Background: an optimization exercise with open tools, aiming at a short achievable clock period and few clock cycles. Do not read the settings as production practice.

old:
==> module cache_ctrl, before the edit <==
module cache_ctrl
(
	input  logic                           clk,
	input  logic                           rst,
	input  logic                           cpu_req,
	input  logic                           cpu_we,
	input  logic [cache_pkg::addr_w-1:0]   cpu_addr,
	input  logic [cache_pkg::data_w-1:0]   cpu_wdata,
	output logic                           cpu_ack,
	output logic [cache_pkg::data_w-1:0]   cpu_rdata,
	output logic                           mem_req,
	output logic                           mem_we,
	output logic [cache_pkg::addr_w-1:0]   mem_addr,
	output logic [cache_pkg::data_w-1:0]   mem_wdata,
	input  logic                           mem_ack,
	input  logic [cache_pkg::data_w-1:0]   mem_rdata,
	input  logic                           enable,
	output logic                           hit_pulse,
	output logic                           miss_pulse,
	output logic [cache_pkg::index_w-1:0]  lookup_index,
	output logic [cache_pkg::tag_w-1:0]    lookup_tag,
	input  logic                           hit,
	input  logic                           victim_dirty,
	input  logic [cache_pkg::tag_w-1:0]    victim_tag,
	input  logic [cache_pkg::data_w-1:0]   line_data,
	output logic                           wr_en,
	output logic [cache_pkg::index_w-1:0]  wr_index,
	output logic [cache_pkg::tag_w-1:0]    wr_tag,
	output logic [cache_pkg::data_w-1:0]   wr_data,
	output logic                           wr_dirty
);
	logic idle_q;
	logic ack_q;
	logic rdw_q;
	logic fill_q;
	logic rd_pend_q;
	logic rd_wait_q;
	logic [cache_pkg::addr_w-1:0] addr_q;
	logic [cache_pkg::data_w-1:0] rdata_q;
	logic start;
	logic busy;
	logic cached;
	logic go_hit;
	logic go_mem;
	logic mem_done;
	logic fill;
	assign lookup_index = cpu_addr[cache_pkg::index_w-1:0];
	assign lookup_tag = cpu_addr[cache_pkg::addr_w-1:cache_pkg::index_w];
	assign start = idle_q && cpu_req;
	assign busy = mem_req || rd_pend_q;
	assign cached = enable && hit;
	assign go_hit = start && cached;
	assign go_mem = start && !cached && !busy;
	assign mem_done = mem_req && mem_ack;
	assign fill = rdw_q && fill_q && mem_ack;
	assign cpu_ack = (cpu_req && ack_q) || (cpu_req && rdw_q && mem_ack);
	assign cpu_rdata = rdata_q | (mem_rdata & {cache_pkg::data_w{rdw_q}});
	always_ff @(posedge clk or negedge rst)
	begin
		if (!rst)
		begin
			idle_q <= 1'b1;
			ack_q <= 1'b0;
			rdw_q <= 1'b0;
			fill_q <= 1'b0;
			rd_pend_q <= 1'b0;
			rd_wait_q <= 1'b0;
			mem_req <= 1'b0;
			mem_we <= 1'b0;
			wr_en <= 1'b0;
			hit_pulse <= 1'b0;
			miss_pulse <= 1'b0;
		end
		else
		begin
			wr_en <= ((go_hit || go_mem) && enable && cpu_we) || fill;
			hit_pulse <= go_hit;
			miss_pulse <= go_mem && enable;
			if (go_hit)
			begin
				idle_q <= 1'b0;
				ack_q <= 1'b1;
			end
			else if (go_mem)
			begin
				idle_q <= 1'b0;
				ack_q <= cpu_we;
				mem_req <= 1'b1;
				if (enable && victim_dirty)
					rd_pend_q <= 1'b1;
				else
					rdw_q <= !cpu_we;
			end
			else if (ack_q && !cpu_req)
			begin
				idle_q <= 1'b1;
				ack_q <= 1'b0;
			end
			if (start && !busy)
			begin
				fill_q <= enable;
				rd_wait_q <= !cpu_we;
				mem_we <= enable ? victim_dirty : cpu_we;
			end
			if (mem_done)
			begin
				mem_req <= 1'b0;
				if (rdw_q)
				begin
					rdw_q <= 1'b0;
					ack_q <= 1'b1;
				end
			end
			else if (!mem_req && rd_pend_q)
			begin
				mem_req <= 1'b1;
				mem_we <= 1'b0;
				rd_pend_q <= 1'b0;
				rdw_q <= rd_wait_q;
			end
		end
	end
	always_ff @(posedge clk)
	begin
		if (start && !busy)
		begin
			addr_q <= cpu_addr;
			if (enable && victim_dirty)
			begin
				mem_addr <= {victim_tag, lookup_index};
				mem_wdata <= line_data;
			end
			else
			begin
				mem_addr <= cpu_addr;
				mem_wdata <= cpu_wdata;
			end
		end
		else if (!mem_req && rd_pend_q)
			mem_addr <= addr_q;
		if (start)
			rdata_q <= line_data;
		else if (rdw_q && mem_ack)
			rdata_q <= mem_rdata;
		else if (!idle_q && !ack_q)
			rdata_q <= '0;
		if (start)
		begin
			wr_index <= lookup_index;
			wr_tag <= lookup_tag;
			wr_data <= cpu_wdata;
			wr_dirty <= 1'b1;
		end
		else if (rdw_q && mem_ack)
		begin
			wr_index <= addr_q[cache_pkg::index_w-1:0];
			wr_tag <= addr_q[cache_pkg::addr_w-1:cache_pkg::index_w];
			wr_data <= mem_rdata;
			wr_dirty <= 1'b0;
		end
	end
endmodule
==> flow/config.mk <==
export PLATFORM = sky130hd
export DESIGN_NAME = cache_top
export DESIGN_NICKNAME = cache_top
export VERILOG_FILES = /design/flow/design.v
export SDC_FILE = /design/flow/constraint.sdc
export NUM_CORES = 4
export LEC_CHECK = 0
export CAP_MARGIN = 20
export CORE_MARGIN = 2
export CORE_UTILIZATION = 40
export SETUP_SLACK_MARGIN = 5
export SLEW_MARGIN = 20
==> flow/constraint.sdc <==
create_clock -name core_clock -period 8.0 [get_ports {clk}]
set_input_delay 1.6000 -clock core_clock [delete_from_list [all_inputs] [get_ports {clk}]]
set_output_delay 1.6000 -clock core_clock [all_outputs]
set_load 0.01 [all_outputs]
run.sh (not shown) runs the stock make flow with config.mk's settings and CLKGATE_MAP_FILE= SYNTH_SCRIPT=/design/flow/synth_recipe.tcl, a recipe that flattens the netlist after the stock synthesis.
[inputs] new vs old
--- a/flow/design.v
+++ b/flow/design.v
@@ -162,4 +162,8 @@
 	logic rd_pend_q;
 	logic rd_wait_q;
+	logic mem_req_q;
+	logic mem_we_q;
+	logic [cache_pkg::addr_w-1:0] mem_addr_q;
+	logic [cache_pkg::data_w-1:0] mem_wdata_q;
 	logic [cache_pkg::addr_w-1:0] addr_q;
 	logic [cache_pkg::data_w-1:0] rdata_q;
@@ -171,15 +175,27 @@
 	logic mem_done;
 	logic fill;
+	logic victim_wb;
+	logic new_we;
+	logic [cache_pkg::addr_w-1:0] new_addr;
+	logic [cache_pkg::data_w-1:0] new_wdata;
 	assign lookup_index = cpu_addr[cache_pkg::index_w-1:0];
 	assign lookup_tag = cpu_addr[cache_pkg::addr_w-1:cache_pkg::index_w];
 	assign start = idle_q && cpu_req;
-	assign busy = mem_req || rd_pend_q;
+	assign busy = mem_req_q || rd_pend_q || mem_ack;
 	assign cached = enable && hit;
 	assign go_hit = start && cached;
 	assign go_mem = start && !cached && !busy;
-	assign mem_done = mem_req && mem_ack;
+	assign mem_done = mem_req_q && mem_ack;
 	assign fill = rdw_q && fill_q && mem_ack;
-	assign cpu_ack = (cpu_req && ack_q) || (cpu_req && rdw_q && mem_ack);
-	assign cpu_rdata = rdata_q | (mem_rdata & {cache_pkg::data_w{rdw_q}});
+	assign victim_wb = enable && victim_dirty;
+	assign new_we = enable ? victim_dirty : cpu_we;
+	assign new_addr = victim_wb ? {victim_tag, lookup_index} : cpu_addr;
+	assign new_wdata = victim_wb ? line_data : cpu_wdata;
+	assign mem_req = mem_req_q || go_mem;
+	assign mem_we = mem_req_q ? mem_we_q : new_we;
+	assign mem_addr = mem_req_q ? mem_addr_q : new_addr;
+	assign mem_wdata = mem_req_q ? mem_wdata_q : new_wdata;
+	assign cpu_ack = (cpu_req && ack_q) || (rdw_q && mem_ack) || go_hit || (go_mem && cpu_we);
+	assign cpu_rdata = rdw_q ? mem_rdata : (idle_q ? line_data : rdata_q);
 	always_ff @(posedge clk or negedge rst)
 	begin
@@ -192,6 +208,6 @@
 			rd_pend_q <= 1'b0;
 			rd_wait_q <= 1'b0;
-			mem_req <= 1'b0;
-			mem_we <= 1'b0;
+			mem_req_q <= 1'b0;
+			mem_we_q <= 1'b0;
 			wr_en <= 1'b0;
 			hit_pulse <= 1'b0;
@@ -212,6 +228,6 @@
 				idle_q <= 1'b0;
 				ack_q <= cpu_we;
-				mem_req <= 1'b1;
-				if (enable && victim_dirty)
+				mem_req_q <= 1'b1;
+				if (victim_wb)
 					rd_pend_q <= 1'b1;
 				else
@@ -227,9 +243,9 @@
 				fill_q <= enable;
 				rd_wait_q <= !cpu_we;
-				mem_we <= enable ? victim_dirty : cpu_we;
+				mem_we_q <= new_we;
 			end
 			if (mem_done)
 			begin
-				mem_req <= 1'b0;
+				mem_req_q <= 1'b0;
 				if (rdw_q)
 				begin
@@ -238,8 +254,8 @@
 				end
 			end
-			else if (!mem_req && rd_pend_q)
+			else if (!mem_req_q && rd_pend_q)
 			begin
-				mem_req <= 1'b1;
-				mem_we <= 1'b0;
+				mem_req_q <= 1'b1;
+				mem_we_q <= 1'b0;
 				rd_pend_q <= 1'b0;
 				rdw_q <= rd_wait_q;
@@ -252,23 +268,13 @@
 		begin
 			addr_q <= cpu_addr;
-			if (enable && victim_dirty)
-			begin
-				mem_addr <= {victim_tag, lookup_index};
-				mem_wdata <= line_data;
-			end
-			else
-			begin
-				mem_addr <= cpu_addr;
-				mem_wdata <= cpu_wdata;
-			end
+			mem_addr_q <= new_addr;
+			mem_wdata_q <= new_wdata;
 		end
-		else if (!mem_req && rd_pend_q)
-			mem_addr <= addr_q;
+		else if (!mem_req_q && rd_pend_q)
+			mem_addr_q <= addr_q;
 		if (start)
 			rdata_q <= line_data;
 		else if (rdw_q && mem_ack)
 			rdata_q <= mem_rdata;
-		else if (!idle_q && !ack_q)
-			rdata_q <= '0;
 		if (start)
 		begin
## What came out
Compared with old, new shows a higher count of placed standard cells including taps. Multi-input logic portion of the cell area, new and old: larger value in new. In new, the total vias in the final route came out 769 above the value in old. old was smaller in final cell area than new. new falls short of old in core footprint.
No run of this note included a check of the RTL's function; only the layout flow was run.

## port drivers added, routing unchanged
How much do the figures lean on ideal ports? The routed layouts below were timed once more, with nothing changed but the port constraints. Step 1 assumes that a clkbuf_16 drives the clock port and a buf_2 every other input. Step 2 times the ports against the registers' clock, not the clock port: input delays grow and output delays shrink by t, the midpoint of the rising clock arrivals with the driver on. Three values: ideal, step 1, step 2; two values: the first two.
| run | shift t [ns] | slack for setup (ns) | worst register clock-pin slew, ns | worst data-port slew with drivers (ns) |
|---|---|---|---|---|
| old | 0.754 | 4.230 / 4.147 / 3.746 | 0.07 / 0.07 | 0.49 |
| new | 0.744 | 2.474 / 1.878 / 1.878 | 0.07 / 0.07 | 0.75 |
After both steps setup and hold are still met in every run listed. The setup slack of new, which loses most, moves by -0.596 ns with the drivers and by -0.596 ns with both steps.
